This design comes from an exercise in tuning for small area, a short achievable clock period and few clock cycles on the open sky130 flow, not from production work.
Only simulation tests tie the RTL to the original design; equivalence was not proved.
No activity file was given, so power comes from the tool's default toggle rates.

==> flow/design.v <==
module brr_aoi22 (input logic a, b, c, d, output logic y);
  assign y = !((a & b) | (c & d));
endmodule
module brr_nand2 (input logic a, b, output logic y);
  assign y = !(a & b);
endmodule
module brr_nand3 (input logic a, b, c, output logic y);
  assign y = !(a & b & c);
endmodule
module brr_nor2 (input logic a, b, output logic y);
  assign y = !(a | b);
endmodule
module brr_nor3 (input logic a, b, c, output logic y);
  assign y = !(a | b | c);
endmodule
module brr_nor2and (input logic a, b, c, output logic y);
  assign y = !(a | b) & c;
endmodule
module brr_nand4 (input logic a, b, c, d, output logic y);
  assign y = !(a & b & c & d);
endmodule
module brr_nor4 (input logic a, b, c, d, output logic y);
  assign y = !(a | b | c | d);
endmodule
module brr_or2 (input logic a, b, output logic y);
  assign y = a | b;
endmodule
module brr_err (
  input  logic [23:0] a,
  output logic        err
);
  logic [7:0] ok;
  logic [1:0] bad;
  brr_nor3    u0 (.a(a[23]), .b(a[22]), .c(a[21]), .y(ok[0]));
  brr_nor2and u1 (.a(a[19]), .b(a[18]), .c(a[20]), .y(ok[1]));
  brr_nor3    u2 (.a(a[17]), .b(a[16]), .c(a[15]), .y(ok[2]));
  brr_nor3    u3 (.a(a[14]), .b(a[13]), .c(a[12]), .y(ok[3]));
  brr_nor3    u4 (.a(a[11]), .b(a[10]), .c(a[9]),  .y(ok[4]));
  brr_nor3    u5 (.a(a[8]),  .b(a[7]),  .c(a[6]),  .y(ok[5]));
  brr_nor3    u6 (.a(a[5]),  .b(a[4]),  .c(a[3]),  .y(ok[6]));
  brr_nor3    u7 (.a(a[2]),  .b(a[1]),  .c(a[0]),  .y(ok[7]));
  brr_nand4   u8 (.a(ok[0]), .b(ok[1]), .c(ok[2]), .d(ok[3]), .y(bad[0]));
  brr_nand4   u9 (.a(ok[4]), .b(ok[5]), .c(ok[6]), .d(ok[7]), .y(bad[1]));
  brr_or2     u10 (.a(bad[0]), .b(bad[1]), .y(err));
endmodule
module brr_rdbit (
  input  logic [63:0] wl,
  input  logic [63:0] d,
  output logic        y
);
  logic [63:0] p;   
  logic [15:0] q;   
  logic [3:0]  r;   
  genvar i;
  generate
    for (i = 0; i < 64; i++) begin : g_p
      brr_nand2 u (.a(wl[i]), .b(d[i]), .y(p[i]));
    end
    for (i = 0; i < 16; i++) begin : g_q
      brr_nand4 u (.a(p[4*i]), .b(p[4*i+1]), .c(p[4*i+2]), .d(p[4*i+3]), .y(q[i]));
    end
    for (i = 0; i < 4; i++) begin : g_r
      brr_nor4 u (.a(q[4*i]), .b(q[4*i+1]), .c(q[4*i+2]), .d(q[4*i+3]), .y(r[i]));
    end
  endgenerate
  brr_nand4 u_y (.a(r[0]), .b(r[1]), .c(r[2]), .d(r[3]), .y(y));
endmodule
module bus_ram_responder #(
  parameter int          DEPTH       = 64,
  parameter logic [31:0] BASE_ADDR   = 32'h1000_0000,
  parameter int          WAIT_CYCLES = 0
) (
  input  logic        clk,
  input  logic        reset,
  input  logic        busReq,
  input  logic        busWe,
  input  logic [31:0] busAddr,
  input  logic [2:0]  busFunct3,
  input  logic [31:0] busWData,
  output logic [31:0] busRData,
  output logic        busReady,
  output logic        busErr
);
  localparam logic [31:0] SPAN = 32'(DEPTH * 4);
  logic [31:0] off;
  logic        in_range;
  logic [5:0]  idx;
  logic [1:0]  lo;
  logic [1:0]  size;
  logic [3:0]  be;
  logic [31:0] wr_data;
  logic        wr_en;
  logic [7:0]  hi_n;           
  logic [7:0]  lo_n [4];       
  logic [3:0]  wen [64];
  logic [31:0] mem [64];
  logic [31:0] rd_word;
  logic [31:0] load_data;
  logic [31:0] rd_q;
  logic        pend;
  assign off      = busAddr - BASE_ADDR;
  assign in_range = (off < SPAN);
  assign idx      = off[7:2];
  assign lo       = off[1:0];
  assign size     = busFunct3[1:0];
  always_comb begin
    case (size)
      2'b00: begin
        be      = 4'b0001 << lo;
        wr_data = {4{busWData[7:0]}};
      end
      2'b01: begin
        be      = lo[1] ? 4'b1100 : 4'b0011;
        wr_data = {2{busWData[15:0]}};
      end
      default: begin
        be      = 4'b1111;
        wr_data = busWData;
      end
    endcase
  end
  assign wr_en = busReq && busWe && in_range;
  always_comb begin
    for (int k = 0; k < 8; k++) begin
      hi_n[k] = !(wr_en && (idx[5:3] == 3'(k)));
      for (int g = 0; g < 4; g++) begin
        lo_n[g][k] = !((idx[2:0] == 3'(k)) && be[g]);
      end
    end
  end
  genvar gw, gg;
  generate
    for (gw = 0; gw < 64; gw++) begin : g_w
      for (gg = 0; gg < 4; gg++) begin : g_g
        brr_nor2 u_wen (.a(hi_n[gw / 8]), .b(lo_n[gg][gw % 8]), .y(wen[gw][gg]));
      end
    end
  endgenerate
  always_ff @(posedge clk) begin
    for (int i = 0; i < 64; i++) begin
      for (int g = 0; g < 4; g++) begin
        if (wen[i][g]) begin
          mem[i][8*g +: 8] <= wr_data[8*g +: 8];
        end
      end
    end
  end
  logic [7:0]  rhi_n;
  logic [7:0]  rlo_n;
  logic [63:0] wl;
  always_comb begin
    for (int k = 0; k < 8; k++) begin
      rhi_n[k] = !(idx[5:3] == 3'(k));
      rlo_n[k] = !(idx[2:0] == 3'(k));
    end
  end
  genvar gb;
  generate
    for (gw = 0; gw < 64; gw++) begin : g_wl
      brr_nor2 u (.a(rhi_n[gw / 8]), .b(rlo_n[gw % 8]), .y(wl[gw]));
    end
    for (gb = 0; gb < 32; gb++) begin : g_rd
      logic [63:0] col;
      for (gw = 0; gw < 64; gw++) begin : g_col
        assign col[gw] = mem[gw][gb];
      end
      brr_rdbit u_rd (.wl(wl), .d(col), .y(rd_word[gb]));
    end
  endgenerate
  logic is_b, is_h, is_w, sgn;
  logic [3:0] sel_d, sel_q;     
  logic [1:0] selh_d, selh_q;   
  logic       selw_d, selw_q;   
  logic [3:0] sgn_d, sgn_q;     
  logic [1:0] sgb_d, sgb_q;     
  assign is_b = (size == 2'b00);
  assign is_h = (size == 2'b01);
  assign is_w = size[1];
  assign sgn  = !busFunct3[2];
  assign sel_d[0]  = in_range && (is_w || (is_h && !lo[1]) || (is_b && (lo == 2'd0)));
  assign sel_d[1]  = in_range && is_b && (lo == 2'd1);
  assign sel_d[2]  = in_range && ((is_h && lo[1]) || (is_b && (lo == 2'd2)));
  assign sel_d[3]  = in_range && is_b && (lo == 2'd3);
  assign selh_d[0] = in_range && (is_w || (is_h && !lo[1]));
  assign selh_d[1] = in_range && is_h && lo[1];
  assign selw_d    = in_range && is_w;
  assign sgn_d[0]  = in_range && sgn && is_b && (lo == 2'd0);
  assign sgn_d[1]  = in_range && sgn && ((is_b && (lo == 2'd1)) || (is_h && !lo[1]));
  assign sgn_d[2]  = in_range && sgn && is_b && (lo == 2'd2);
  assign sgn_d[3]  = in_range && sgn && ((is_b && (lo == 2'd3)) || (is_h && lo[1]));
  assign sgb_d[0]  = in_range && sgn && is_b && (lo == 2'd1);
  assign sgb_d[1]  = in_range && sgn && is_b && (lo == 2'd3);
  always_ff @(posedge clk) begin
    rd_q   <= rd_word;
    sel_q  <= sel_d;
    selh_q <= selh_d;
    selw_q <= selw_d;
    sgn_q  <= sgn_d;
    sgb_q  <= sgb_d;
  end
  logic [2:0] sp, sq;
  genvar gs, gj;
  generate
    brr_aoi22 u_p0 (.a(sgn_q[0]), .b(rd_q[7]),  .c(sgb_q[0]), .d(rd_q[15]), .y(sp[0]));
    brr_aoi22 u_q0 (.a(sgn_q[2]), .b(rd_q[23]), .c(sgb_q[1]), .d(rd_q[31]), .y(sq[0]));
    for (gs = 1; gs < 3; gs++) begin : g_sign
      brr_aoi22 u_p (.a(sgn_q[0]), .b(rd_q[7]),  .c(sgn_q[1]), .d(rd_q[15]), .y(sp[gs]));
      brr_aoi22 u_q (.a(sgn_q[2]), .b(rd_q[23]), .c(sgn_q[3]), .d(rd_q[31]), .y(sq[gs]));
    end
    for (gj = 0; gj < 8; gj++) begin : g_b0
      logic x, z;
      brr_aoi22 u_x (.a(sel_q[0]), .b(rd_q[gj]),      .c(sel_q[1]), .d(rd_q[gj + 8]),  .y(x));
      brr_aoi22 u_z (.a(sel_q[2]), .b(rd_q[gj + 16]), .c(sel_q[3]), .d(rd_q[gj + 24]), .y(z));
      brr_nand2 u_o (.a(x), .b(z), .y(load_data[gj]));
    end
    for (gj = 8; gj < 16; gj++) begin : g_b1
      logic x;
      brr_aoi22 u_x (.a(selh_q[0]), .b(rd_q[gj]), .c(selh_q[1]), .d(rd_q[gj + 16]), .y(x));
      brr_nand3 u_o (.a(x), .b(sp[0]), .c(sq[0]), .y(load_data[gj]));
    end
    for (gj = 16; gj < 32; gj++) begin : g_b23
      logic x;
      brr_nand2 u_x (.a(selw_q), .b(rd_q[gj]), .y(x));
      brr_nand3 u_o (.a(x), .b(sp[gj / 8 - 1]), .c(sq[gj / 8 - 1]), .y(load_data[gj]));
    end
  endgenerate
  always_ff @(posedge clk or negedge reset) begin
    if (!reset) begin
      pend <= 1'b0;
    end else begin
      pend <= busReq && !busWe && !pend;
    end
  end
  brr_err u_err (.a(busAddr[31:8]), .err(busErr));
  assign busReady = busReq && reset && (busWe || pend);
  assign busRData = load_data;
endmodule
==> flow/run.sh <==
#!/bin/bash
# synth_recipe.tcl (not shown) runs the flow's synth.tcl, then flattens the netlist and writes it again
# the make line also repeats each setting of config.mk as NAME=value (left out here)
make -C /OpenROAD-flow-scripts/flow DESIGN_CONFIG=/design/flow/config.mk WORK_HOME=/design/flow/orfs CLKGATE_MAP_FILE= SYNTH_SCRIPT=/design/flow/synth_recipe.tcl finish
==> flow/config.mk <==
export PLATFORM = sky130hd
export DESIGN_NAME = bus_ram_responder
export DESIGN_NICKNAME = bus_ram_responder
export VERILOG_FILES = /design/flow/design.v
export SDC_FILE = /design/flow/constraint.sdc
export NUM_CORES = 4
export LEC_CHECK = 0
export CAP_MARGIN = 20
export CORE_MARGIN = 2
export CORE_UTILIZATION = 55
export CTS_CLUSTER_DIAMETER = 100
export CTS_CLUSTER_SIZE = 30
export PLACE_DENSITY = 0.65
export SETUP_SLACK_MARGIN = 4.2
export SLEW_MARGIN = 70
export SYNTH_HIERARCHICAL = 1
export SYNTH_MINIMUM_KEEP_SIZE = 0
==> flow/constraint.sdc <==
create_clock -name core_clock -period 8.0 [get_ports {clk}]
set_input_delay 1.6000 -clock core_clock [delete_from_list [all_inputs] [get_ports {clk}]]
set_output_delay 1.6000 -clock core_clock [all_outputs]
set_load 0.01 [all_outputs]
==> qor.yml, run 1 <==
power_mw: 18.2
status: "timing/DRC/antenna clean"
skew_ps: 22.7
syn2layout_area_growth_pct: 16.3
antenna_found_initial: 12
coreArea_sq_um: 141000
worst-path-max-fanout: 2
grt_usage_pct: 31.9
worstSetupEndpointType: "primary output"
synthCells: 5383
drc: 0
drtAntennaViolNets: 0
async_reset_ff_share_pct: 0.0478
ys_types: 34
max-clock-path-buffers: 3
rows: 138
final_util_pct: 64.3
grt_max_degree: 65
grt_pass1_vias: 45800
layout_min_cycle_time_ps: 3950
wl_per_cell_microns: 29.8
yosys.area.top_type: "edfxtp_1"
met2_length_mm: 105
fin_ws_ps: 4050
clock-sinks: 2094
rrSetupSlack_ps: 6440
cts.htree.levels: 3
clk_pin_slew_ps: 110
rsz0062_at_grt: "yes"
post-route-period-util_pct: 49.4
cts_tree: "yes"
root_buffer: "clkbuf_16"
dp_hpwl_mm: 163
final_layout_size_suffix_gt1_share_pct: 17.7
first_iter_violations: 7482
overflow: 0
portBuffers: 104
cp_data_arrival_time_ps: 2350
dpl_worst_slack_ps: 2990
hold_class: "reg -> reg"
die_y_microns: 381
fmax_ghz: 0.253
setup_tns_ps: 0
netlist_area_sq_um: 78000
grt_pass1_wl_mm: 328
wl_mm: 233
highest_layer: "met5"
routed-wl-met3_mm: 28.3
num_vias: 48500
synth.area.top_cells: "edfxtp_1 79%, nand2_1 10%, nand4_1 4.4%, nor4_2 2.1%, nor2_1 1.6%"
met1_length_mm: 89.2
power.leakage_nw: 28.1
yosysTopAreaCellShare_pct: 78.9
synth.most_common_cell: "nand2_1"
slew_violations: 0
clkLatencyLatePin_ps: 740
vdd_drop_max_v: 0.000151
worstSetupPathType: "in -> out"
die_area_sq_um: 145000
crit_required_ps: 6400
whs_ps: 442
hold_buffers: 0
ys_ff_latch: 2094
viasPerCell: 6.20
slew_headroom_pct: 69.3
synth-edff-count: 2048
start_util_pct: 55.3
synth.avg_cell_area_sq_um: 14.5
cp-start-kind: "input port"
place_congestion: 0.935
yosysSeqAreaShare_pct: 80.1
numCtsBuffers: 79
final_hold_viol_count: 0
worstMarginPinSlew_ps: 457
finalSetupViolations: 0
finalNetCount: 5942
synth_nets: 5454
synth_warnings: 12
die_w_microns: 381
powerDensity_nw_per_um2: 201
ys.flop_type: "edfxtp_1"
dr.pass1.iters: 6
io_pins: 105
cap_violations: 0
netlist_top_cells_count: "2120 x nand2_1, 2048 x edfxtp_1, 547 x nand4_1"
==> power breakdown <==
part,leakage [nW],switching [mW],internal (mW),total (mW)
Combinational,8.35,0.648,0.255,0.903
Sequential,18.6,0.0884,12.1,12.2
Clock,1.08,3.18,1.94,5.12
==> worst max-delay path, cell delays in order <==
cell and delay [ps]:
clkbuf_2 100, nor3_2 170, nand4_1 120, or2_1 230
buf_2 140
==> path summary, 6_finish.rpt <==
kind / depth (start not counted) / to / start
hold reg to reg: 1 / pend / pend
max in group asynchronous: 1 / pend / reset
min in group asynchronous: 1 / pend / reset
setup reg to reg: 4 / rd_q[24] / mem[39][24]
setup / recovery: 5 / busErr / busAddr[18]
hold / removal: 1 / pend / pend
==> per-stage QoR <==
| step | cells | cell area, sq um |
|---|---|---|
| 6_report | 7825 | 90600 |
| 5_1_grt | 7819 | 90600 |
| 4_1_cts | 7804 | 90100 |
| 3_5_place_dp | 7658 | 87600 |
| 3_3_place_gp | 7461 | 82600 |
| 2_1_floorplan | 5383 | 78100 |
==> state kept, by name (all words and copies together) (netlist names) <==
register  flops
selh_q        2
rd_q         32
pend          1
selw_q        1
sgn_q         4
mem        2048
sgb_q         2
sel_q         4
==> final cells by class <==
cell class                 instances  area, sq um
sequential                      2094        62500
antenna                            7         17.5
timing repair buffer             417         4680
multi-input combinational       3268        18800
fill                           10100        50400
clock buffer                     133         2220
clock inverter                     5         43.8
tap                             1890         2360
inverter                          11         68.8
==> Yosys stat by module, one instance, submodules excluded, excerpt <==
module / times used / cell area [sq um] / flops+latches
brr_or2: 1 / 6.26 / 0
brr_nor2: 320 / 3.75 / 0
bus_ram_responder: 1 / 63400 / 2094
brr_nand3: 24 / 5.00 / 0
brr_nand2: 2072 / 3.75 / 0
brr_nor3: 7 / 10.0 / 0
brr_nor4: 128 / 12.5 / 0
brr_nor2and: 1 / 12.5 / 0
brr_nand4: 546 / 6.26 / 0
brr_aoi22: 30 / 12.5 / 0
==> repair_timing <==
item	4_1_cts	5_1_grt
setup endpoints to repair	779	372
pin swaps	18	16
buffers inserted	8	7
resized for setup	203	38
==> layout by cell type (no fill, tap or decap), types with 8 or more instances in the layout <==
cell | netlist | routed
nand2_1 | 2120 | 2080
edfxtp_1 | 2048 | 2048
nand4_1 | 547 | 547
nor2_4 | 0 | 286
buf_4 | 0 | 152
clkbuf_16 | 0 | 81
nor4_2 | 130 | 75
nor4_4 | 0 | 57
clkbuf_1 | 5 | 52
buf_6 | 0 | 46
buf_8 | 0 | 40
nand2_4 | 0 | 38
buf_2 | 5 | 38
nor2_2 | 0 | 37
clkdlybuf4s50_1 | 0 | 34
buf_12 | 0 | 34
buf_16 | 0 | 31
a22oi_2 | 30 | 30
dlygate4sd2_1 | 0 | 29
dfxtp_2 | 0 | 20
dfxtp_1 | 45 | 20
nand3_1 | 25 | 17
mux2_2 | 16 | 16
o21ai_4 | 0 | 12
nor4_1 | 11 | 9
mux2i_1 | 8 | 8
nand3_4 | 0 | 8
or4_4 | 1 | 8
clkbuf_2 | 0 | 8
==> metal layers <==
| metal | vias to the layer above | global-route usage, % |
|---|---|---|
| met3 | 408 | 7.81 |
| met5 | - | 0 |
| met4 | 16 | 11.9 |
| met1 | 24400 | 45.2 |
| li1 | 20900 | - |
| met2 | 2815 | 48.3 |
==> kinds of logic after synthesis <==
group           share of synthesized area, %
mux                                    0.334
compound gates                         0.578
simple gates                            18.9
buf+inv                                0.109
flops                                   80.1
Testbench counts, summed over its fixed seeds: cycles 48,063.
==> inputs of run 2 (changes only) <==
--- a/flow/design.v
+++ b/flow/design.v
@@ -10,38 +10,39 @@
 module brr_nor2 (input logic a, b, output logic y);
   assign y = !(a | b);
 endmodule
-module brr_nor3 (input logic a, b, c, output logic y);
-  assign y = !(a | b | c);
-endmodule
-module brr_nor2and (input logic a, b, c, output logic y);
-  assign y = !(a | b) & c;
+module brr_nor2b (input logic a, b, output logic y);
+  assign y = !a & b;
 endmodule
 module brr_nand4 (input logic a, b, c, d, output logic y);
   assign y = !(a & b & c & d);
 endmodule
 module brr_nor4 (input logic a, b, c, d, output logic y);
   assign y = !(a | b | c | d);
-endmodule
-module brr_or2 (input logic a, b, output logic y);
-  assign y = a | b;
 endmodule
 module brr_err (
   input  logic [23:0] a,
   output logic        err
 );
-  logic [7:0] ok;
-  logic [1:0] bad;
-  brr_nor3    u0 (.a(a[23]), .b(a[22]), .c(a[21]), .y(ok[0]));
-  brr_nor2and u1 (.a(a[19]), .b(a[18]), .c(a[20]), .y(ok[1]));
-  brr_nor3    u2 (.a(a[17]), .b(a[16]), .c(a[15]), .y(ok[2]));
-  brr_nor3    u3 (.a(a[14]), .b(a[13]), .c(a[12]), .y(ok[3]));
-  brr_nor3    u4 (.a(a[11]), .b(a[10]), .c(a[9]),  .y(ok[4]));
-  brr_nor3    u5 (.a(a[8]),  .b(a[7]),  .c(a[6]),  .y(ok[5]));
-  brr_nor3    u6 (.a(a[5]),  .b(a[4]),  .c(a[3]),  .y(ok[6]));
-  brr_nor3    u7 (.a(a[2]),  .b(a[1]),  .c(a[0]),  .y(ok[7]));
-  brr_nand4   u8 (.a(ok[0]), .b(ok[1]), .c(ok[2]), .d(ok[3]), .y(bad[0]));
-  brr_nand4   u9 (.a(ok[4]), .b(ok[5]), .c(ok[6]), .d(ok[7]), .y(bad[1]));
-  brr_or2     u10 (.a(bad[0]), .b(bad[1]), .y(err));
+  logic [11:0] ok2;    
+  logic [3:0]  bad6;   
+  logic [1:0]  ok12;
+  genvar i;
+  generate
+    for (i = 0; i < 12; i++) begin : g_ok2
+      if (i == 10) begin : g_one
+        brr_nor2b u (.a(a[2*i+1]), .b(a[2*i]), .y(ok2[i]));
+      end else begin : g_zero
+        brr_nor2 u (.a(a[2*i+1]), .b(a[2*i]), .y(ok2[i]));
+      end
+    end
+    for (i = 0; i < 4; i++) begin : g_bad6
+      brr_nand3 u (.a(ok2[3*i]), .b(ok2[3*i+1]), .c(ok2[3*i+2]), .y(bad6[i]));
+    end
+    for (i = 0; i < 2; i++) begin : g_ok12
+      brr_nor2 u (.a(bad6[2*i]), .b(bad6[2*i+1]), .y(ok12[i]));
+    end
+  endgenerate
+  brr_nand2 u_err (.a(ok12[0]), .b(ok12[1]), .y(err));
 endmodule
 module brr_rdbit (
   input  logic [63:0] wl,
==> flow/flow/run.sh (new file) <==
#!/bin/bash
set -euo pipefail
bash standard.sh "BUFFER_PORTS_ARGS=-buffer_cell sky130_fd_sc_hd__buf_4" finish > flow_make.log 2>&1
==> flow/standard.sh (new file) <==
#!/bin/bash
# synth_recipe.tcl (not shown) runs the flow's synth.tcl, then flattens the netlist and writes it again
# the make line also repeats each setting of config.mk as NAME=value (left out here)
make -C /OpenROAD-flow-scripts/flow DESIGN_CONFIG=/design/flow/config.mk WORK_HOME=/design/flow/orfs CLKGATE_MAP_FILE= SYNTH_SCRIPT=/design/flow/synth_recipe.tcl "${@:-finish}"
--- a/flow/config.mk
+++ b/flow/config.mk
@@ -9,9 +9,9 @@
 export CORE_MARGIN = 2
 export CORE_UTILIZATION = 55
 export CTS_CLUSTER_DIAMETER = 100
-export CTS_CLUSTER_SIZE = 30
+export CTS_CLUSTER_SIZE = 25
 export PLACE_DENSITY = 0.65
-export SETUP_SLACK_MARGIN = 4.2
+export SETUP_SLACK_MARGIN = 4.5
 export SLEW_MARGIN = 70
 export SYNTH_HIERARCHICAL = 1
 export SYNTH_MINIMUM_KEEP_SIZE = 0
removed: flow/run.sh
==> run 2 against run 1 <==
Against the previous run: still clean on timing, DRC and antenna; die area barely moved; combinational power fell by 4.7%; worst hold slack improved by 17 ps; global-route usage rose by 0.46 points; count of clock-buffer cells in the layout rose by 36; final area rose by 0.71%; register-to-register slack barely moved; power rose by 2.3%; worst setup slack improved by 130 ps; non-clock buffer count rose by 45; routed wire length rose by 1.0%; critical path depth rose by 1; highest routed layer unchanged.
==> qor.yml, run 2 <==
status: "timing/DRC/antenna clean"
ys_ff_latch: 2094  # unchanged
internal-power_mw: 14.6  # +2.2%
grt_max_degree: 65  # unchanged
powerDensity_nw_per_um2: 204  # +1.6%
crit_chain: "buf_8 > nor2_4 > nand3_2 > nor2_2 > nand2_1 > buf_6"
final_hold_viol_count: 0  # unchanged
root_buffer: "clkbuf_16"
overflow: 0  # unchanged
power.leakage_nw: 28.3  # +0.75%
cts_tree: "yes"
grt_pass1_wl_mm: 333  # +1.5%
yosysSeqAreaShare_pct: 80.1  # about the same
dpl_worst_slack_ps: 3780  # +792 ps
layout_min_cycle_time_ps: 3820  # -130 ps
start_util_pct: 55.3  # about the same
syn2layout_area_growth_pct: 17.1
numCtsBuffers: 94  # +19%
comb_power_share_pct: 4.6  # -0.4 points
synthCells: 5391  # +0.15%
drtAntennaViolNets: 0  # unchanged
finalSetupViolations: 0  # unchanged
clk_pin_slew_ps: 90  # -20 ps
coreArea_sq_um: 141000  # unchanged
fin_ws_ps: 4180  # +130 ps
slew_headroom_pct: 68.6  # -0.63 points
cts.htree.levels: 3  # unchanged
rows: 138  # unchanged
critPathBufInv: 2  # unchanged
synth.most_common_cell: "nand2_1"
synth_warnings: 12  # unchanged
finalNetCount: 6010  # +1.1%
viasPerCell: 6.16  # -0.70%
grt_usage_pct: 32.4  # +0.46 points
layout_common_cells: "2102 x nand2_1, 2048 x edfxtp_1, 545 x nand4_1"
rsz0062_at_grt: "yes"
slew_violations: 0  # unchanged
crit_family: "simple AND/OR/NAND/NOR gates"
dp_hpwl_mm: 164  # +0.26%
power.switching_fraction_pct: 21.5  # +0.088 points
regMostFlops: "mem"
antenna_found_initial: 7  # -5
io_pins: 105  # unchanged
worstSetupPathType: "in -> out"
vdd_drop_max_v: 0.000158  # +4.6%
place_congestion: 0.929  # -0.62%
p_clk_share_pct: 29.8  # +1.7 points
worstSetupEndpointType: "primary output"
power_mw: 18.7  # +2.3%
wl_mm: 235  # +1.0%
whs_ps: 459  # +17.0 ps
grt_pass1_vias: 46500  # +1.6%
first_iter_violations: 6452  # -14%
drc: 0  # unchanged
synth.avg_cell_area_sq_um: 14.5  # -0.17%
ys_types: 32  # -5.9%
die_w_microns: 380  # about the same
reg_top3: "mem: 2048 flops, rd_q: 32 flops"
seqPwrFrac_pct: 65.6  # -1.4 points
dr.pass1.iters: 6  # unchanged
p_switching_mw: 4.02  # +2.7%
clkLatencyLatePin_ps: 770  # +30 ps
worstMarginPinSlew_ps: 467  # +9.37 ps
final_util_pct: 64.7  # +0.45 points
crit_required_ps: 6400  # about the same
wl_per_cell_microns: 29.7  # about the same
ys.flop_type: "edfxtp_1"
clock-sinks: 2094  # unchanged
num_vias: 48700  # +0.42%
post-route-period-util_pct: 47.7  # -1.6 points
layout_commonest_cell: "nand2_1"
worst-path-max-fanout: 2  # unchanged
cp_data_arrival_time_ps: 2220  # -130 ps
final_layout_size_suffix_gt1_share_pct: 19.5  # +1.8 points
largest_reg_flops: 2048  # unchanged
synth.area.top_cells: "edfxtp_1 79%, nand2_1 10%, nand4_1 4.4%, nor4_2 2.1%, nor2_1 1.6%"
async_reset_ff_share_pct: 0.0478  # unchanged
slowest_stage: "buf_6"
netlist_top_cells_count: "2121 x nand2_1, 2048 x edfxtp_1, 545 x nand4_1"
max-clock-path-buffers: 3  # unchanged
max_stage_delay_ps: 120  # -110 ps
setup_tns_ps: 0  # unchanged
die_area_sq_um: 145000  # about the same
netlist_area_sq_um: 77900  # about the same
yosysTopAreaCellShare_pct: 78.9  # about the same
hold_class: "reg -> reg"
fmax_ghz: 0.262  # +3.4%
yosys.area.top_type: "edfxtp_1"
cap_violations: 0  # unchanged
portBuffers: 104  # unchanged
synth-edff-count: 2048  # unchanged
die_y_microns: 380  # about the same
synth_nets: 5462  # +0.15%
skew_ps: 38.5  # +15.8 ps
cp-start-kind: "input port"
-- run 2: cell types whose count changed in the layout (fill, tap and decap cells not counted), moves of 13 or more --
cell	previous run	this run
buf_4	152	247
buf_6	46	93
clkdlybuf4s50_1	34	0
nor2_4	286	320
nor4_2	75	108
nor4_4	57	26
dlygate4sd2_1	29	0
nand2_4	38	14
buf_2	38	15
clkbuf_1	52	75
nand2_1	2080	2102
nor2_2	37	16
clkbuf_16	81	94
-- run 2: final cells by class --
cell class	instances	area, sq um
diodes	4	10.0
clock inverters	7	87.6
repair buffers	462	5010
clock buffers	169	2630
fillers	10000	49800
multi-input cells	3276	18700
inverters	11	41.3
well taps	1890	2360
flip-flops and latches	2094	62500
-- run 2: modules after synthesis, one instance, submodules excluded, a selection --
module / copies in the design / cell area [sq um] / cells inside / flops+latches
brr_nand2: 2073 / 3.75 / 1 / 0
bus_ram_responder: 1 / 63400 / 2254 / 2094
brr_nand4: 544 / 6.26 / 1 / 0
brr_nand3: 28 / 5.00 / 1 / 0
brr_nor2b: 1 / 13.8 / 1 / 0
brr_nor4: 128 / 12.5 / 1 / 0
brr_nor2: 333 / 3.75 / 1 / 0
brr_aoi22: 30 / 12.5 / 1 / 0
-- run 2: worst paths after layout --
path | start | end | slack (ps) | cells past startpoint
worst max-delay path | busAddr[15] | busErr | 4180 | 6
worst min-delay path | pend | pend | 460 | 1
worst max register to register | mem[54][26] | rd_q[26] | 6440 | 4
worst min register to register | pend | pend | 460 | 1
max in group asynchronous | reset | pend | 7300 | 1
min in group asynchronous | reset | pend | 620 | 1
-- run 2: what timing repair did --
| action | 4_1_cts | 5_1_grt |
|---|---|---|
| endpoints found under the setup margin | 34 | 50 |
| resized for setup | 75 | 43 |
| setup buffers | 11 | 5 |
| hold buffers | 0 | 0 |
| pin swaps | 28 | 17 |
| gates cloned | 0 | 0 |
-- run 2: cells by family after synthesis --
group           synth area share (%)
buf+inv                        0.109
flops                           80.1
simple gates                    18.9
mux                            0.334
compound gates                 0.578
-- run 2: per-stage QoR --
stage	instances	cell area, sq um
after floorplan	5391	79400
after global placement	7451	83500
after detailed placement	7704	87500
after CTS	7891	90600
after global routing	7909	91300
final	7913	91300
-- run 2: power groups by stage --
stage	clock network, mW	registers [mW]	logic [mW]
finish	5.56	12.2	0.861
floorplan	0	12.4	0.290
CTS	5.63	12.2	0.823
global placement	0	12.5	0.699
detailed placement	0	12.5	0.814
global route	5.97	12.2	0.890
-- run 2: routing by layer --
layer,vias up,global-route usage (%),wire length (microns)
li1,21100,-,-
met3,429,8.34,27800
met5,-,1.19,509
met4,18,13.0,10800
met2,2764,49.2,107000
met1,24400,44.9,89100
Testbench counts of run 2, summed over its fixed seeds: cycles 48,063.
==> inputs of run 3 (changes only) <==
--- a/flow/design.v
+++ b/flow/design.v
@@ -12,9 +12,6 @@
 endmodule
 module brr_nor2b (input logic a, b, output logic y);
   assign y = !a & b;
-endmodule
-module brr_nand4 (input logic a, b, c, d, output logic y);
-  assign y = !(a & b & c & d);
 endmodule
 module brr_nor4 (input logic a, b, c, d, output logic y);
   assign y = !(a | b | c | d);
@@ -44,27 +41,30 @@
   endgenerate
   brr_nand2 u_err (.a(ok12[0]), .b(ok12[1]), .y(err));
 endmodule
+module brr_or8w (
+  input  logic [7:0] wl,
+  input  logic [7:0] d,
+  output logic       y
+);
+  assign y = |(wl & d);
+endmodule
 module brr_rdbit (
   input  logic [63:0] wl,
   input  logic [63:0] d,
   output logic        y
 );
-  logic [63:0] p;   
-  logic [15:0] q;   
-  logic [3:0]  r;   
+  logic [7:0] q;   
+  logic [1:0] r;   
   genvar i;
   generate
-    for (i = 0; i < 64; i++) begin : g_p
-      brr_nand2 u (.a(wl[i]), .b(d[i]), .y(p[i]));
-    end
-    for (i = 0; i < 16; i++) begin : g_q
-      brr_nand4 u (.a(p[4*i]), .b(p[4*i+1]), .c(p[4*i+2]), .d(p[4*i+3]), .y(q[i]));
-    end
-    for (i = 0; i < 4; i++) begin : g_r
+    for (i = 0; i < 8; i++) begin : g_q
+      brr_or8w u (.wl(wl[8*i +: 8]), .d(d[8*i +: 8]), .y(q[i]));
+    end
+    for (i = 0; i < 2; i++) begin : g_r
       brr_nor4 u (.a(q[4*i]), .b(q[4*i+1]), .c(q[4*i+2]), .d(q[4*i+3]), .y(r[i]));
     end
   endgenerate
-  brr_nand4 u_y (.a(r[0]), .b(r[1]), .c(r[2]), .d(r[3]), .y(y));
+  brr_nand2 u_y (.a(r[0]), .b(r[1]), .y(y));
 endmodule
 module bus_ram_responder #(
   parameter int          DEPTH       = 64,
==> run 3 against run 2 <==
Against the previous run: final cell count decreased by 19%; combinational power is 9.9% higher; final area fell by 2.4%; power decreased by 0.17%; global-route usage is 0.77 points lower; register-to-register slack got worse by 260 ps; core utilization rose by 0.91 points; sequential power barely moved; synthesized cell count decreased by 25%; still clean on timing, DRC and antenna; critical endpoint unchanged; sequential cell count unchanged; clock power is 1% lower.
==> qor.yml, run 3 <==
status: "timing/DRC/antenna clean"
finalSetupViolations: 0  # unchanged
grt_max_degree: 50  # -23%
ys_ff_latch: 2094  # unchanged
grt_usage_pct: 31.6  # -0.77 points
coreArea_sq_um: 136000  # -3.7%
slew_headroom_pct: 66.8  # -1.9 points
syn2layout_area_growth_pct: 18.1
critPathBufInv: 2  # unchanged
layout_min_cycle_time_ps: 3780  # -39.8 ps
grt_pass1_vias: 41900  # -9.9%
viasPerCell: 6.94  # +13%
grt_pass1_wl_mm: 314  # -5.8%
die_w_microns: 374  # -1.6%
worst-path-max-fanout: 2  # unchanged
ff2ff_path_depth: 4  # unchanged
fin_ws_ps: 4220  # +39.8 ps
async_reset_ff_share_pct: 0.0478  # unchanged
cts_tree: "yes"
r2r_start: "mem[43][12]"
final_cells: 6437  # -19%
power.leakage_nw: 26.6  # -5.9%
synth_warnings: 12  # unchanged
numCtsBuffers: 93  # -1.1%
cap_violations: 0  # unchanged
antenna_found_initial: 6  # -1
crit_required_ps: 6400  # about the same
dpl_worst_slack_ps: 3580  # -205 ps
yosysSeqAreaShare_pct: 82.7  # +2.6 points
ys_types: 33  # +3.1%
largest_reg_flops: 2048  # unchanged
layout_common_cells: "2048 x edfxtp_1, 1021 x a22oi_1, 310 x nor2_4"
synth.avg_cell_area_sq_um: 18.6  # +29%
clkLatencyLatePin_ps: 750  # -20 ps
dp_hpwl_mm: 155  # -5.2%
rrSetupSlack_ps: 6180  # -260 ps
synth.area.top_cells: "edfxtp_1 81%, a22oi_1 10%, nand4_1 2.1%, nor2_1 1.7%, dfxtp_1 1.2%"
internal-power_mw: 14.7  # +0.12%
final_hold_viol_count: 0  # unchanged
yosys.area.top_type: "edfxtp_1"
dr.pass1.iters: 6  # unchanged
rows: 135  # -2.2%
cp_data_arrival_time_ps: 2180  # -40 ps
holdPathStages: 1  # unchanged
final_layout_size_suffix_gt1_share_pct: 24.1  # +4.5 points
vdd_drop_max_v: 0.000216  # +37%
first_iter_violations: 7845  # +22%
slew_violations: 0  # unchanged
netlist_top_cells_count: "2048 x edfxtp_1, 1024 x a22oi_1, 340 x nor2_1"
drc: 0  # unchanged
rsz0062_at_grt: "yes"
post-route-period-util_pct: 47.2  # -0.50 points
synth-edff-count: 2048  # unchanged
slowest_stage: "buf_6"
worstMarginPinSlew_ps: 494  # +27.5 ps
place_congestion: 0.948  # +2.0%
min_to: "pend"
portBuffers: 104  # unchanged
worstSetupPathType: "in -> out"
synth.most_common_cell: "edfxtp_1"
holdCritStartpoint: "pend"
num_vias: 44700  # -8.3%
max-clock-path-buffers: 3  # unchanged
final_util_pct: 65.6  # +0.91 points
max_stage_delay_ps: 120  # about the same
wl_mm: 225  # -4.6%
crit_family: "simple AND/OR/NAND/NOR gates"
p_switching_mw: 3.97  # -1.2%
final_area_sq_um: 89100  # -2.4%
power.switching_fraction_pct: 21.3  # -0.23 points
io_pins: 105  # unchanged
hold_buffers: 0  # unchanged
power_mw: 18.6  # -0.17%
clk_pin_slew_ps: 90  # about the same
worstSetupEndpointType: "primary output"
wl_per_cell_microns: 34.9  # +17%
netlist_area_sq_um: 75500  # -3.2%
overflow: 0  # unchanged
setup_tns_ps: 0  # unchanged
cts.htree.levels: 3  # unchanged
die_y_microns: 374  # -1.6%
yosysTopAreaCellShare_pct: 81.5  # +2.6 points
root_buffer: "clkbuf_16"
dp_cells: 6243  # -19%
powerDensity_nw_per_um2: 209  # +2.3%
synthCells: 4047  # -25%
reg_top3: "mem: 2048 flops, rd_q: 32 flops"
p_clk_share_pct: 29.5  # -0.3 points
crit_chain: "buf_8 > nor2b_4 > nand3_2 > nor2_2 > nand2_1 > buf_6"
placed_area_sq_um: 84900  # -2.9%
skew_ps: 30.8  # -7.71 ps
synth_nets: 4118  # -25%
seqPwrFrac_pct: 65.5  # about the same
drtAntennaViolNets: 0  # unchanged
cp-start-kind: "input port"
clock-sinks: 2094  # unchanged
r2r-end: "rd_q[12]"
die_area_sq_um: 140000  # -3.2%
layout_commonest_cell: "edfxtp_1"
num_antenna_cells: 0  # -4
fmax_ghz: 0.265  # +1.1%
comb_power_share_pct: 5.1  # +0.5 points
regMostFlops: "mem"
ys.flop_type: "edfxtp_1"
finalNetCount: 4670  # -22%
whs_ps: 474  # +15.1 ps
start_util_pct: 55.6  # +0.31 points
hold_class: "reg -> reg"
run 3: worst max-delay path by stage:
stage	start	end	depth (start not counted)
floorplan	busFunct3[1]	mem[0][24]	3
global placement	busAddr[4]	rd_q[14]	8
detailed placement	busAddr[3]	rd_q[14]	15
CTS	busAddr[31]	busErr	6
global route	busAddr[16]	busErr	6
finish	busAddr[29]	busErr	6
run 3: final cells by class:
type	instances	area, sq um
tap	1781	2230
timing repair buffer	467	5180
clock inverter	4	45.0
fill	9079	46700
sequential	2094	62400
multi-input combinational	1932	16500
clock buffer	148	2620
inverter	11	62.6
run 3: kinds of logic after synthesis:
kind of cell           Yosys count  synth area share [%]
muxes                           24                 0.345
buffers and inverters           21                 0.113
DFF                           2094                  82.7
AOI/OAI and AO/OA             1068                  10.8
and+or+nand+nor                840                  6.04
run 3: modules after synthesis (local to each module, per instance), excerpt:
module / cells / times used / flops+latches
brr_nor4: 1 / 64 / 0
brr_aoi22: 1 / 30 / 0
brr_or8w: 5 / 256 / 0
brr_nand2: 1 / 57 / 0
bus_ram_responder: 2254 / 1 / 2094
brr_nor2b: 1 / 1 / 0
brr_nor2: 1 / 333 / 0
brr_nand3: 1 / 28 / 0
run 3: per-layer routing:
metal | share of wire (%) | global-route usage [%]
met1 | 39 | 46.3
met5 | 0.027 | 0
met3 | 12 | 7.71
met4 | 2.6 | 7.62
met2 | 46 | 48.3
run 3: power groups by stage:
stage                     Sequential [mW]  Clock (mW)  Combinational [mW]
after detailed placement             12.4           0               0.892
final                                12.2        5.49               0.946
after CTS                            12.2        5.53               0.905
after global routing                 12.2        5.87               0.970
after global placement               12.4           0               0.752
after floorplan                      12.4           0               0.295
run 3: timing repair:
action | CTS | global route
pin swaps | 38 | 27
endpoints found under the setup margin | 114 | 139
cloned | 0 | 1
buffers inserted | 15 | 18
resized for setup | 117 | 57
Testbench counts of run 3, summed over its fixed seeds: cycles 48,063.
==> inputs of run 4 (changes only) <==
--- a/flow/config.mk
+++ b/flow/config.mk
@@ -12,6 +12,6 @@
 export CTS_CLUSTER_SIZE = 25
 export PLACE_DENSITY = 0.65
 export SETUP_SLACK_MARGIN = 4.5
-export SLEW_MARGIN = 70
+export SLEW_MARGIN = 45
 export SYNTH_HIERARCHICAL = 1
 export SYNTH_MINIMUM_KEEP_SIZE = 0
==> run 4 against run 3 <==
Against the previous run: sequential share of layout area up 1.8 points; global-route usage barely moved; sequential power hardly changed; fmax is 0.40% lower; clock power decreased by 0.7%; routed wire length is 0.82% lower; via count decreased by 1.9%; core utilization shrank 1.7 points; final cell count shrank 2.7%; non-clock buffer count is 172 lower; largest power group unchanged.
==> qor.yml, run 4 <==
die_area_sq_um: 140000  # unchanged
placed_area_sq_um: 82800  # -2.5%
post-route-period-util_pct: 47.4  # +0.19 points
yosysTopAreaCellShare_pct: 81.5  # unchanged
hold_class: "reg -> reg"
layout_commonest_cell: "edfxtp_1"
cp_data_arrival_time_ps: 2190  # about the same
num_vias: 43800  # -1.9%
start_util_pct: 55.6  # unchanged
worstSetupPathType: "in -> out"
synth-edff-count: 2048  # unchanged
reg_top3: "mem: 2048 flops, rd_q: 32 flops"
synthCells: 4047  # unchanged
die_y_microns: 374  # unchanged
netlist_top_cells_count: "2048 x edfxtp_1, 1024 x a22oi_1, 340 x nor2_1"
final_cells: 6261  # -2.7%
ff2ff_path_depth: 4  # unchanged
slew_violations: 0  # unchanged
place_congestion: 0.948  # unchanged
layout_min_cycle_time_ps: 3790  # +15.1 ps
rows: 135  # unchanged
worstSetupEndpointType: "primary output"
largest_reg_flops: 2048  # unchanged
synth_warnings: 12  # unchanged
powerDensity_nw_per_um2: 213  # +1.9%
hold_buffers: 0  # unchanged
layout_common_cells: "2048 x edfxtp_1, 1024 x a22oi_1, 257 x nand4_1"
regMostFlops: "mem"
yosys.area.top_type: "edfxtp_1"
cts_tree: "yes"
dp_cells: 6068  # -2.8%
wl_per_cell_microns: 35.6  # +2.0%
rrSetupSlack_ps: 6130  # -50 ps
slew_headroom_pct: 35.3  # -32 points
register_area_sq_um: 62400  # about the same
cts.htree.levels: 3  # unchanged
async_reset_ff_share_pct: 0.0478  # unchanged
clk_pin_slew_ps: 100  # about the same
max-clock-path-buffers: 3  # unchanged
grt_max_degree: 65  # +30%
fmax_ghz: 0.264  # -0.40%
fillers: 9225  # +1.6%
synth.area.top_cells: "edfxtp_1 81%, a22oi_1 10%, nand4_1 2.1%, nor2_1 1.7%, dfxtp_1 1.2%"
root_buffer: "clkbuf_16"
min_to: "pend"
finalSetupViolations: 0  # unchanged
status: "timing/DRC/antenna clean"
multi_input_area_sq_um: 15600  # -5.6%
holdPathStages: 1  # unchanged
netlist_area_sq_um: 75500  # unchanged
wl_mm: 223  # -0.82%
skew_ps: 43.5  # +12.7 ps
cp-start-kind: "input port"
r2r_start: "mem[45][21]"
first_iter_violations: 7777  # -0.87%
clock-sinks: 2094  # unchanged
grt_usage_pct: 31.6  # -0.032 points
final_area_sq_um: 86800  # -2.6%
dpl_worst_slack_ps: 3240  # -336 ps
vdd_drop_max_v: 0.000187  # -14%
viasPerCell: 7.00  # +0.90%
worst-path-max-fanout: 2  # unchanged
r2r-end: "rd_q[21]"
numCtsBuffers: 93  # unchanged
synth_nets: 4118  # unchanged
ys_types: 33  # unchanged
final_hold_viol_count: 0  # unchanged
overflow: 0  # unchanged
final_layout_size_suffix_gt1_share_pct: 21.0  # -3.1 points
die_w_microns: 374  # unchanged
grt_pass1_wl_mm: 313  # -0.20%
fin_ws_ps: 4210  # -15.1 ps
rsz0062_at_grt: "yes"
clkLatencyLatePin_ps: 760  # about the same
ys_ff_latch: 2094  # unchanged
coreArea_sq_um: 136000  # unchanged
finalNetCount: 4498  # -3.7%
crit_required_ps: 6400  # about the same
io_pins: 105  # unchanged
dp_hpwl_mm: 149  # -4.1%
drtAntennaViolNets: 0  # unchanged
drc: 0  # unchanged
num_antenna_cells: 0  # unchanged
ys.flop_type: "edfxtp_1"
antenna_found_initial: 9  # +3
power.leakage_nw: 25.4  # -4.6%
setup_tns_ps: 0  # unchanged
holdCritStartpoint: "pend"
yosysSeqAreaShare_pct: 82.7  # unchanged
syn2layout_area_growth_pct: 15.1
worstMarginPinSlew_ps: 965  # +471 ps
cap_violations: 0  # unchanged
dr.pass1.iters: 8  # +2
grt_pass1_vias: 41500  # -0.89%
synth.most_common_cell: "edfxtp_1"
portBuffers: 104  # unchanged
synth.avg_cell_area_sq_um: 18.6  # unchanged
## run 4: power by group
part / switching [mW] / internal [mW]
sequential: 0.0711 / 12.1
clock: 3.22 / 2.23
combinational: 0.648 / 0.192
## run 4: kinds of logic (layout without fill, tap and decap cells)
logic type	count (synthesis)	in the layout	synth area share, %
AOI/OAI and AO/OA	1068	1068	10.8
buffers and inverters	21	454	0.113
DFF	2094	2094	82.7
muxes	24	24	0.345
and+or+nand+nor	840	840	6.04
## run 4: final cells by class
class	instances	share of cell area, %
repair buffers	295	4.46
clock buffers	143	2.95
inverters	11	0.0749
multi-input cells	1932	18.0
well taps	1781	2.57
clock inverters	5	0.0620
flip-flops and latches	2094	71.9
## run 4: worst max path at each step
| stage | start | endpoint | slack [ps] | depth (start not counted) |
|---|---|---|---|---|
| after floorplan | busFunct3[1] | mem[0][24] | 3860 | 3 |
| after global placement | busAddr[4] | rd_q[14] | 3260 | 8 |
| after detailed placement | busAddr[4] | rd_q[10] | 3240 | 10 |
| after CTS | busAddr[17] | busErr | 4240 | 6 |
| after global routing | busAddr[24] | busErr | 4200 | 6 |
| final | busAddr[31] | busErr | 4210 | 6 |
## run 4: repair_timing
item | in CTS | in global routing
endpoints found under the setup margin | 173 | 349
pin swaps | 34 | 28
gates resized for setup | 138 | 67
buffers inserted | 27 | 17
## run 4: per-module statistics from Yosys (local to each module, per instance), a selection
module | cells inside | times used
brr_aoi22 | 1 | 30
brr_nor2b | 1 | 1
brr_nor2 | 1 | 333
brr_nand3 | 1 | 28
bus_ram_responder | 2254 | 1
brr_or8w | 5 | 256
brr_nor4 | 1 | 64
brr_nand2 | 1 | 57
## run 4: critical path, stage by stage
cell	delay [ps]
buf_6	110
nor2_4	100
nand3_2	80
nor2_2	120
nand2_1	70
buf_6	120
## run 4: per-layer routing
metal  share of wire, %  global-route usage (%)  vias to the layer above
li1                   -                       -                    18000
met1                 39                    46.7                    22500
met2                 47                    48.2                     3006
met3                 12                    7.09                      328
met4                2.6                    7.52                       14
met5              0.042                       0                        -
## run 4: metrics by stage
| step | utilization, % | hold slack [ps] | power [mW] |
|---|---|---|---|
| 4_1_cts | 63.5 | 458 | 18.5 |
| 6_report | 63.9 | 457 | 18.5 |
| 2_1_floorplan | - | 407 | 12.7 |
| 3_5_place_dp | 61.0 | 444 | 13.2 |
| 3_3_place_gp | 59.5 | 418 | 13.2 |
| 5_1_grt | 63.9 | 489 | 18.9 |
==> inputs of run 5 (changes only) <==
==> flow/flow/run.sh (replaced) <==
#!/bin/bash
set -euo pipefail
bash standard.sh "BUFFER_PORTS_ARGS=-buffer_cell sky130_fd_sc_hd__buf_4" \
  "IO_CONSTRAINTS=$PWD/flow/io.tcl" finish > flow_make.log 2>&1
==> flow/flow/io.tcl (new file) <==
# Keep the pins of the paths with the shortest budget next to each other on
# the die edge: busAddr[31:8] -> busErr, and busReq/busWe -> busReady.
set_io_pin_constraint -group -order -pin_names {busAddr[8] busAddr[9] busAddr[10] busAddr[11] busAddr[12] busAddr[13] busAddr[14] busAddr[15] busAddr[16] busAddr[17] busAddr[18] busAddr[19] busErr busReady busReq busWe busAddr[20] busAddr[21] busAddr[22] busAddr[23] busAddr[24] busAddr[25] busAddr[26] busAddr[27] busAddr[28] busAddr[29] busAddr[30] busAddr[31]}
==> run 5 against run 4 <==
Against the previous run: sequential cell count is the same; via count grew 1.7%; clock power grew 2%; final area grew 0.76%; largest cell class unchanged; largest power group unchanged.
==> qor.yml, run 5 <==
yosysTopAreaCellShare_pct: 81.5  # unchanged
worst_path_most_repeated_cell: "buf_6"
numCtsBuffers: 93  # unchanged
rsz0062_at_grt: "yes"
ys_types: 33  # unchanged
vdd_drop_max_v: 0.000193  # +3.2%
post-route-period-util_pct: 47.3  # -0.15 points
netlist_area_sq_um: 75500  # unchanged
first_iter_violations: 7362  # -5.3%
grt_pass1_vias: 42400  # +2.1%
reg_top3: "mem: 2048 flops, rd_q: 32 flops"
synth-edff-count: 2048  # unchanged
final_hold_viol_count: 0  # unchanged
coreArea_sq_um: 136000  # unchanged
worstMarginPinSlew_ps: 1070  # +103 ps
portBuffers: 104  # unchanged
p_clk_share_pct: 29.8  # +0.3 points
async_reset_ff_share_pct: 0.0478  # unchanged
largest_reg_flops: 2048  # unchanged
start_util_pct: 55.6  # unchanged
seqPwrFrac_pct: 65.6  # -0.4 points
drtAntennaViolNets: 0  # unchanged
status: "timing/DRC/antenna clean"
fillers: 9236  # +0.12%
layout_min_cycle_time_ps: 3780  # -11.8 ps
cap_violations: 0  # unchanged
finalSetupViolations: 0  # unchanged
wl_per_cell_microns: 37.0  # +4.0%
max-clock-path-buffers: 3  # unchanged
power.leakage_nw: 25.6  # +1.0%
layout_commonest_cell: "edfxtp_1"
worst-path-max-fanout: 2  # unchanged
netlist_top_cells_count: "2048 x edfxtp_1, 1024 x a22oi_1, 340 x nor2_1"
hold_buffers: 0  # unchanged
synth.avg_cell_area_sq_um: 18.6  # unchanged
die_y_microns: 374  # unchanged
place_congestion: 0.967  # +2.0%
internal-power_mw: 14.6  # +0.46%
io_pins: 105  # unchanged
overflow: 0  # unchanged
cts.htree.levels: 3  # unchanged
dr.pass1.iters: 6  # -2
clk_pin_slew_ps: 100  # about the same
cp_data_arrival_time_ps: 2180  # about the same
synth.area.top_cells: "edfxtp_1 81%, a22oi_1 10%, nand4_1 2.1%, nor2_1 1.7%, dfxtp_1 1.2%"
ys_ff_latch: 2094  # unchanged
clkLatencyLatePin_ps: 750  # about the same
regMostFlops: "mem"
worstSetupPathType: "in -> out"
layout_common_cells: "2048 x edfxtp_1, 1023 x a22oi_1, 257 x nand4_1"
cp-start-kind: "input port"
comb_power_share_pct: 4.6  # about the same
yosys.area.top_type: "edfxtp_1"
crit_start: "busAddr[23]"
antenna_found_initial: 6  # -3
power.switching_fraction_pct: 21.6  # +0.28 points
synth_warnings: 12  # unchanged
final_util_pct: 64.4  # +0.49 points
worstSetupEndpointType: "primary output"
r2r_start: "mem[48][12]"
grt_max_degree: 65  # unchanged
p_switching_mw: 4.02  # +2.1%
synth.most_common_cell: "edfxtp_1"
final_layout_size_suffix_gt1_share_pct: 21.7  # +0.69 points
rows: 135  # unchanged
num_vias: 44600  # +1.7%
synthCells: 4047  # unchanged
num_antenna_cells: 0  # unchanged
grt_pass1_wl_mm: 324  # +3.5%
viasPerCell: 7.07  # +1.0%
crit_required_ps: 6400  # about the same
root_buffer: "clkbuf_16"
syn2layout_area_growth_pct: 15.9
drc: 0  # unchanged
die_area_sq_um: 140000  # unchanged
grt_usage_pct: 33.0  # +1.4 points
cts_tree: "yes"
setup_tns_ps: 0  # unchanged
ys.flop_type: "edfxtp_1"
die_w_microns: 374  # unchanged
yosysSeqAreaShare_pct: 82.7  # unchanged
powerDensity_nw_per_um2: 213  # about the same
holdCritStartpoint: "pend"
skew_ps: 37.0  # -6.48 ps
wl_mm: 233  # +4.8%
dp_hpwl_mm: 158  # +5.8%
clock-sinks: 2094  # unchanged
hold_class: "reg -> reg"
synth_nets: 4118  # unchanged
max_stage_delay_ps: 120  # about the same
slew_violations: 0  # unchanged
crit_chain: "buf_6 > nor2_4 > nand3_2 > nor2_1 > nand2_1 > buf_6"
finalNetCount: 4534  # +0.80%
fmax_ghz: 0.264  # +0.31%
slowest_stage: "buf_6"
slew_headroom_pct: 28.8  # -6.4 points
[run 5: logic make-up (layout without fill, tap and decap cells)]
logic type | after synthesis | count (layout) | share of synthesized area [%]
buffers and inverters | 21 | 500 | 0.113
AO/OA/AOI/OAI | 1068 | 1068 | 10.8
multiplexers | 24 | 24 | 0.345
flip-flops | 2094 | 2094 | 82.7
AND/OR/NAND/NOR | 840 | 840 | 6.04
[run 5: power by group through the flow]
stage,clock network [mW],registers (mW),logic (mW)
global placement,0,12.5,0.758
CTS,5.57,12.2,0.817
finish,5.55,12.2,0.860
global route,5.92,12.2,0.882
floorplan,0,12.4,0.295
detailed placement,0,12.5,0.799
[run 5: stage by stage]
step / hold slack [ps] / power [mW] / area [sq um] / cells / setup slack, ps
after floorplan: 407 / 12.7 / 77000 / 4047 / 3860
after CTS: 435 / 18.6 / 86700 / 6284 / 4220
after detailed placement: 422 / 13.3 / 83200 / 6100 / 3160
after global placement: 415 / 13.2 / 80800 / 5988 / 3150
final: 433 / 18.6 / 87500 / 6307 / 4220
after global routing: 454 / 19.0 / 87500 / 6307 / 4180
[run 5: per-layer routing]
metal	part of all wire [%]	vias to the layer above	global-route usage (%)
li1	-	18100	-
met1	37	22800	47.3
met2	46	3184	50.1
met3	13	457	7.95
met4	4.0	8	11.1
met5	0.10	-	1.10
[run 5: per-module statistics from Yosys, one instance, submodules excluded, excerpt]
module	area (sq um)	flops+latches	times used
brr_nor2b	13.8	0	1
bus_ram_responder	63400	2094	1
brr_nor4	12.5	0	64
brr_nand2	3.75	0	57
brr_or8w	36.3	0	256
brr_aoi22	12.5	0	30
[run 5: path summary, 6_finish.rpt]
check	slack (ps)	to	depth (start not counted)
min in group asynchronous	620	pend	1
setup / recovery	4220	busErr	6
hold / removal	430	pend	1
hold reg to reg	430	pend	1
setup reg to reg	6110	rd_q[12]	4
max in group asynchronous	7280	pend	1
[run 5: area by class of cell]
type                            count  area (sq um)  area share, %
Inverter                           11          67.6         0.0772
Clock inverter                      4          46.3         0.0529
Multi-Input combinational cell   1932         15800           18.1
Clock buffer                      154          2640           3.02
Timing Repair Buffer              331          4240           4.84
Sequential cell                  2094         62400           71.4
Tap cell                         1781          2230           2.55
[run 5: worst max-delay path: cells and delay by family]
| family | cells | cell delay, ps |
|---|---|---|
| buffers and inverters | 2 | 220 |
| AND/OR/NAND/NOR | 4 | 360 |
[run 5: timing repair]
action / 4_1_cts / 5_1_grt
endpoints found under the setup margin: 498 / 669
pin swaps: 21 / 30
buffers inserted: 26 / 21
gates resized for setup: 133 / 113
hold endpoints to repair: 0 / 0
==> inputs of run 6 (changes only) <==
--- a/flow/config.mk
+++ b/flow/config.mk
@@ -11,7 +11,7 @@
 export CTS_CLUSTER_DIAMETER = 100
 export CTS_CLUSTER_SIZE = 25
 export PLACE_DENSITY = 0.65
-export SETUP_SLACK_MARGIN = 4.5
+export SETUP_SLACK_MARGIN = 4.3
 export SLEW_MARGIN = 45
 export SYNTH_HIERARCHICAL = 1
 export SYNTH_MINIMUM_KEEP_SIZE = 0
==> run 6 against run 5 <==
Against the previous run: final cell count is 0.70% lower; still clean on timing, DRC and antenna; largest power group unchanged; critical endpoint unchanged; register-to-register slack got worse by 120 ps; largest cell class unchanged; routed wire length shrank 7.1%.
==> qor.yml, run 6 <==
synth_warnings: 12  # unchanged
netlist_top_cells_count: "2048 x edfxtp_1, 1024 x a22oi_1, 340 x nor2_1"
cap_violations: 0  # unchanged
regMostFlops: "mem"
reg_top3: "mem: 2048 flops, rd_q: 32 flops"
hold_class: "reg -> reg"
netlist_area_sq_um: 75500  # unchanged
setup_tns_ps: 0  # unchanged
io_pins: 105  # unchanged
worstSetupEndpointType: "primary output"
coreArea_sq_um: 136000  # unchanged
rows: 135  # unchanged
layout_common_cells: "2048 x edfxtp_1, 1024 x a22oi_1, 257 x nand4_1"
place_congestion: 0.894  # -7.5%
synth.avg_cell_area_sq_um: 18.6  # unchanged
die_area_sq_um: 140000  # unchanged
status: "timing/DRC/antenna clean"
vdd_drop_max_v: 0.000152  # -21%
synthCells: 4047  # unchanged
grt_usage_pct: 30.1  # -2.8 points
start_util_pct: 55.6  # unchanged
portBuffers: 104  # unchanged
powerDensity_nw_per_um2: 217  # +1.9%
power.switching_fraction_pct: 21.1  # -0.53 points
grt_pass1_vias: 40200  # -5.2%
cp-start-kind: "input port"
drc: 0  # unchanged
first_iter_violations: 6907  # -6.2%
layout_commonest_cell: "edfxtp_1"
synth.most_common_cell: "edfxtp_1"
fillers: 9426  # +2.1%
overflow: 0  # unchanged
yosysTopAreaCellShare_pct: 81.5  # unchanged
syn2layout_area_growth_pct: 12.8
clkLatencyLatePin_ps: 740  # about the same
cts.htree.levels: 3  # unchanged
synth.area.top_cells: "edfxtp_1 81%, a22oi_1 10%, nand4_1 2.1%, nor2_1 1.7%, dfxtp_1 1.2%"
seqPwrFrac_pct: 66.1  # +0.5 points
ys_types: 33  # unchanged
grt_pass1_wl_mm: 298  # -8.0%
power_mw: 18.5  # -0.83%
final_layout_size_suffix_gt1_share_pct: 19.7  # -2.0 points
final_util_pct: 62.7  # -1.7 points
power.leakage_nw: 24.9  # -2.8%
p_clk_share_pct: 29.6  # -0.2 points
worst-path-max-fanout: 2  # unchanged
internal-power_mw: 14.6  # -0.15%
async_reset_ff_share_pct: 0.0478  # unchanged
crit_required_ps: 6400  # about the same
final_area_sq_um: 85200  # -2.7%
die_y_microns: 374  # unchanged
layout_min_cycle_time_ps: 3820  # +35.0 ps
yosysSeqAreaShare_pct: 82.7  # unchanged
cp_data_arrival_time_ps: 2220  # +40 ps
dr.pass1.iters: 6  # unchanged
post-route-period-util_pct: 47.7  # +0.44 points
finalSetupViolations: 0  # unchanged
finalNetCount: 4485  # -1.1%
largest_reg_flops: 2048  # unchanged
placed_area_sq_um: 81000  # -2.6%
numCtsBuffers: 93  # unchanged
viasPerCell: 6.93  # -2.0%
synth_nets: 4118  # unchanged
skew_ps: 32.8  # -4.20 ps
fmax_ghz: 0.262  # -0.92%
clock-sinks: 2094  # unchanged
comb_power_share_pct: 4.3  # -0.3 points
root_buffer: "clkbuf_16"
ys.flop_type: "edfxtp_1"
die_w_microns: 374  # unchanged
yosys.area.top_type: "edfxtp_1"
clk_pin_slew_ps: 90  # about the same
p_switching_mw: 3.89  # -3.3%
worstMarginPinSlew_ps: 940  # -128 ps
cts_tree: "yes"
drtAntennaViolNets: 0  # unchanged
wl_mm: 217  # -7.1%
worstSetupPathType: "in -> out"
synth-edff-count: 2048  # unchanged
slew_violations: 0  # unchanged
wl_per_cell_microns: 34.6  # -6.5%
ys_ff_latch: 2094  # unchanged
num_vias: 43400  # -2.7%
dp_hpwl_mm: 140  # -11%
grt_max_degree: 68  # +4.6%
max-clock-path-buffers: 3  # unchanged
slew_headroom_pct: 37.2  # +8.4 points
final_hold_viol_count: 0  # unchanged
antenna_found_initial: 14  # +8
rsz0062_at_grt: "yes"
-- run 6: path summary, 6_finish.rpt --
path,startpoint,slack [ps],cells past startpoint,endpoint
max,busAddr[15],4180,6,busErr
min,pend,440,1,pend
max reg2reg,mem[37][5],5990,4,rd_q[5]
min reg2reg,pend,440,1,pend
max in group asynchronous,reset,7290,1,pend
min in group asynchronous,reset,630,1,pend
-- run 6: area by class of cell --
class / instances / area (sq um) / area share (%)
sequential: 2094 / 62400 / 73.3
timing repair buffer: 279 / 3130 / 3.67
clock buffer: 161 / 2670 / 3.13
multi-input combinational: 1935 / 14600 / 17.2
tap: 1781 / 2230 / 2.62
clock inverter: 1 / 7.51 / 0.00882
antenna: 1 / 2.50 / 0.00294
inverter: 11 / 71.3 / 0.0837
-- run 6: per-module statistics from Yosys, one instance, submodules excluded, excerpt --
module             cells inside  copies in the design  flip-flops and latches  area (sq um)
brr_nor4                      1                    64                       0          12.5
brr_nor2                      1                   333                       0          3.75
brr_or8w                      5                   256                       0          36.3
bus_ram_responder          2254                     1                    2094         63400
brr_nand2                     1                    57                       0          3.75
brr_aoi22                     1                    30                       0          12.5
brr_nand3                     1                    28                       0          5.00
brr_nor2b                     1                     1                       0          13.8
-- run 6: kinds of logic after synthesis --
kind of cell	Yosys count	synth area share, %
flip-flops	2094	82.7
multiplexers	24	0.345
AND/OR/NAND/NOR	840	6.04
AO/OA/AOI/OAI	1068	10.8
buffers and inverters	21	0.113
-- run 6: timing repair --
action / 4_1_cts / 5_1_grt
setup buffers: 18 / 28
gates cloned: 0 / 3
gates resized for setup: 101 / 176
hold buffers: 0 / 0
endpoints found under the setup margin: 605 / 1740
pin swaps: 15 / 14
-- run 6: power groups by stage --
stage	Combinational [mW]	Sequential [mW]	Clock, mW
floorplan	0.275	12.4	0
global placement	0.693	12.5	0
detailed placement	0.742	12.5	0
CTS	0.752	12.2	5.53
global route	0.816	12.2	5.90
finish	0.795	12.2	5.48
-- run 6: metal layers --
layer	GRT usage, %	vias up	wire (microns)
li1	-	18000	-
met1	44.2	22100	83200
met2	45.0	2831	97500
met3	7.38	399	28100
met4	9.72	18	7880
met5	0	-	105
-- run 6: per-stage QoR --
stage               worst slack [ps]  cells  hold WS (ps)
finish                          4180   6263           437
global route                    4130   6262           482
CTS                             4200   6230           437
detailed placement              3310   6050           423
global placement                3060   5969           418
floorplan                       3860   4047           407
-- run 6: worst max-delay path, stage by stage --
cell	delay (ps)
buf_6	100
nor2_2	130
nand3_2	90
nor2_2	110
nand2_1	70
buf_6	120
==> inputs of run 7 (changes only) <==
--- a/flow/config.mk
+++ b/flow/config.mk
@@ -7,10 +7,10 @@
 export LEC_CHECK = 0
 export CAP_MARGIN = 20
 export CORE_MARGIN = 2
-export CORE_UTILIZATION = 55
+export CORE_UTILIZATION = 60
 export CTS_CLUSTER_DIAMETER = 100
 export CTS_CLUSTER_SIZE = 25
-export PLACE_DENSITY = 0.65
+export PLACE_DENSITY = 0.7
 export SETUP_SLACK_MARGIN = 4.3
 export SLEW_MARGIN = 45
 export SYNTH_HIERARCHICAL = 1
==> run 7 against run 6 <==
Against the previous run: synthesized area unchanged; count of clock-buffer cells in the layout decreased by 26; sequential cell count did not move; combinational power grew 6.3%; via count is 0.30% higher; non-clock buffer count fell by 46; routed wire length shrank 0.28%; die area down 8.2%; critical path depth decreased by 1; power shrank 0.60%; core utilization grew 4.6 points; critical path type is now in -> reg.
==> qor.yml, run 7 <==
first_iter_violations: 8232  # +19%
slew_headroom_pct: 43.7  # +6.5 points
cap_violations: 0  # unchanged
syn2layout_area_growth_pct: 11.8
power_mw: 18.4  # -0.60%
clkLatencyLatePin_ps: 730  # about the same
io_pins: 105  # unchanged
numCtsBuffers: 93  # unchanged
wl_mm: 216  # -0.28%
finalSetupViolations: 0  # unchanged
coreArea_sq_um: 125000  # -7.8%
cts_tree: "yes"
grt_pass1_vias: 41300  # +2.9%
viasPerCell: 7.18  # +3.7%
grt_pass1_wl_mm: 299  # +0.34%
clock-sinks: 2094  # unchanged
skew_ps: 31.9  # -0.934 ps
crit_chain: "buf_6 > nor4_1 > nand2_2 > or4_4 > nor2_1"
drtAntennaViolNets: 0  # unchanged
max-clock-path-buffers: 3  # unchanged
r2r-end: "rd_q[20]"
status: "timing/DRC/antenna clean"
r2r_start: "mem[5][20]"
slowest_stage: "or4_4"
crit_start: "busAddr[26]"
synth_warnings: 12  # unchanged
drc: 0  # unchanged
yosysSeqAreaShare_pct: 82.7  # unchanged
layout_min_cycle_time_ps: 3850  # +34.9 ps
yosys.area.top_type: "edfxtp_1"
cts.htree.levels: 3  # unchanged
crit_required_ps: 8340  # +1940 ps
num_vias: 43500  # +0.30%
antenna_found_initial: 17  # +3
die_area_sq_um: 129000  # -8.2%
final_layout_size_suffix_gt1_share_pct: 18.1  # -1.6 points
worstSetupPathType: "in -> reg"
die_w_microns: 359  # -4.2%
dr.pass1.iters: 8  # +2
wl_per_cell_microns: 35.7  # +3.1%
ff2ff_path_depth: 4  # unchanged
synth.area.top_cells: "edfxtp_1 81%, a22oi_1 10%, nand4_1 2.1%, nor2_1 1.7%, dfxtp_1 1.2%"
vdd_drop_max_v: 0.000221  # +45%
async_reset_ff_share_pct: 0.0478  # unchanged
synth_nets: 4118  # unchanged
portBuffers: 104  # unchanged
netlist_area_sq_um: 75500  # unchanged
place_congestion: 0.961  # +7.4%
rows: 130  # -3.7%
grt_max_degree: 68  # unchanged
power.leakage_nw: 24.7  # -1.0%
finalNetCount: 4436  # -1.1%
cp_num_cells: 5  # -1
layout_commonest_cell: "edfxtp_1"
start_util_pct: 60.3  # +4.7 points
worstSetupEndpointType: "register"
ys.flop_type: "edfxtp_1"
synthCells: 4047  # unchanged
whs_ps: 444  # +7.09 ps
crit_family: "simple AND/OR/NAND/NOR gates"
layout_common_cells: "2048 x edfxtp_1, 1024 x a22oi_1, 257 x nand4_1"
netlist_top_cells_count: "2048 x edfxtp_1, 1024 x a22oi_1, 340 x nor2_1"
critPathBufInv: 1  # -1
synth.avg_cell_area_sq_um: 18.6  # unchanged
fmax_ghz: 0.260  # -0.91%
worst-path-max-fanout: 32  # +30
synth.most_common_cell: "edfxtp_1"
crit_path_end: "mem[20][6]"
powerDensity_nw_per_um2: 218  # +0.34%
clk_pin_slew_ps: 90  # about the same
rrSetupSlack_ps: 5990  # about the same
==> run 7: cell counts after synthesis <==
No cell type changed its count.
==> run 7: repair_timing <==
action                                 4_1_cts  5_1_grt
buffers inserted                             8       18
resized for setup                           44      195
endpoints found under the hold margin        0        0
cloned                                       0        0
hold buffers                                 0        0
pin swaps                                   20       15
setup endpoints to repair                   80     1785
==> run 7: cell type report <==
cell class,instances,area [sq um]
Antenna cell,2,5.00
Clock buffer,135,2570
Clock inverter,1,8.76
Fill cell,8034,40900
Inverter,11,71.3
Multi-Input combinational cell,1932,14400
Sequential cell,2094,62400
Tap cell,1650,2060
Timing Repair Buffer,233,2850
==> run 7: logic make-up after synthesis <==
kind of cell / after synthesis / synth area share [%]
DFF: 2094 / 82.7
AOI/OAI and AO/OA: 1068 / 10.8
and+or+nand+nor: 840 / 6.04
muxes: 24 / 0.345
buffers and inverters: 21 / 0.113
==> run 7: metrics by stage <==
stage,instance area (sq um),cells,utilization (%),setup slack [ps]
after CTS,83500,6038,66.7,4240
final,84400,6058,67.4,4150
after floorplan,75600,4047,-,3860
after detailed placement,80600,5894,64.4,3320
after global routing,84400,6056,67.4,4110
after global placement,79200,5841,63.2,2930
==> run 7: report_power, final <==
| part | internal [mW] | leakage, nW | switching (mW) |
|---|---|---|---|
| Sequential | 12.1 | 18.6 | 0.0566 |
| Combinational | 0.182 | 4.78 | 0.663 |
| Clock | 2.24 | 1.24 | 3.11 |
| Total | 14.5 | 24.7 | 3.83 |
==> run 7: how the worst min path moves through the flow <==
stage | from | to | slack (ps) | cells past startpoint
after detailed placement | pend | pend | 420 | 1
final | pend | pend | 440 | 1
after floorplan | pend | pend | 410 | 1
after global routing | pend | pend | 470 | 1
after global placement | pend | pend | 420 | 1
after CTS | pend | pend | 440 | 1
==> run 7: per-layer routing <==
metal / GRT usage (%) / up-vias / routed length [microns]
met5: 0 / - / 74
li1: - / 17900 / -
met4: 14.2 / 12 / 9810
met3: 8.78 / 520 / 30200
met1: 46.4 / 21700 / 77000
met2: 50.8 / 3435 / 99100
==> run 7: worst register-to-register path, delay by kind of cell (launching register included) <==
family	cells	cell delay [ps]
flip-flops	1	370
AND/OR/NAND/NOR	3	1190
AO/OA/AOI/OAI	1	300
==> run 7: per-module statistics from Yosys, one instance, submodules excluded, excerpt <==
module / flops+latches / cells
brr_nand3: 0 / 1
brr_nand2: 0 / 1
brr_nor2b: 0 / 1
brr_nor4: 0 / 1
brr_nor2: 0 / 1
bus_ram_responder: 2094 / 2254
brr_aoi22: 0 / 1
brr_or8w: 0 / 5
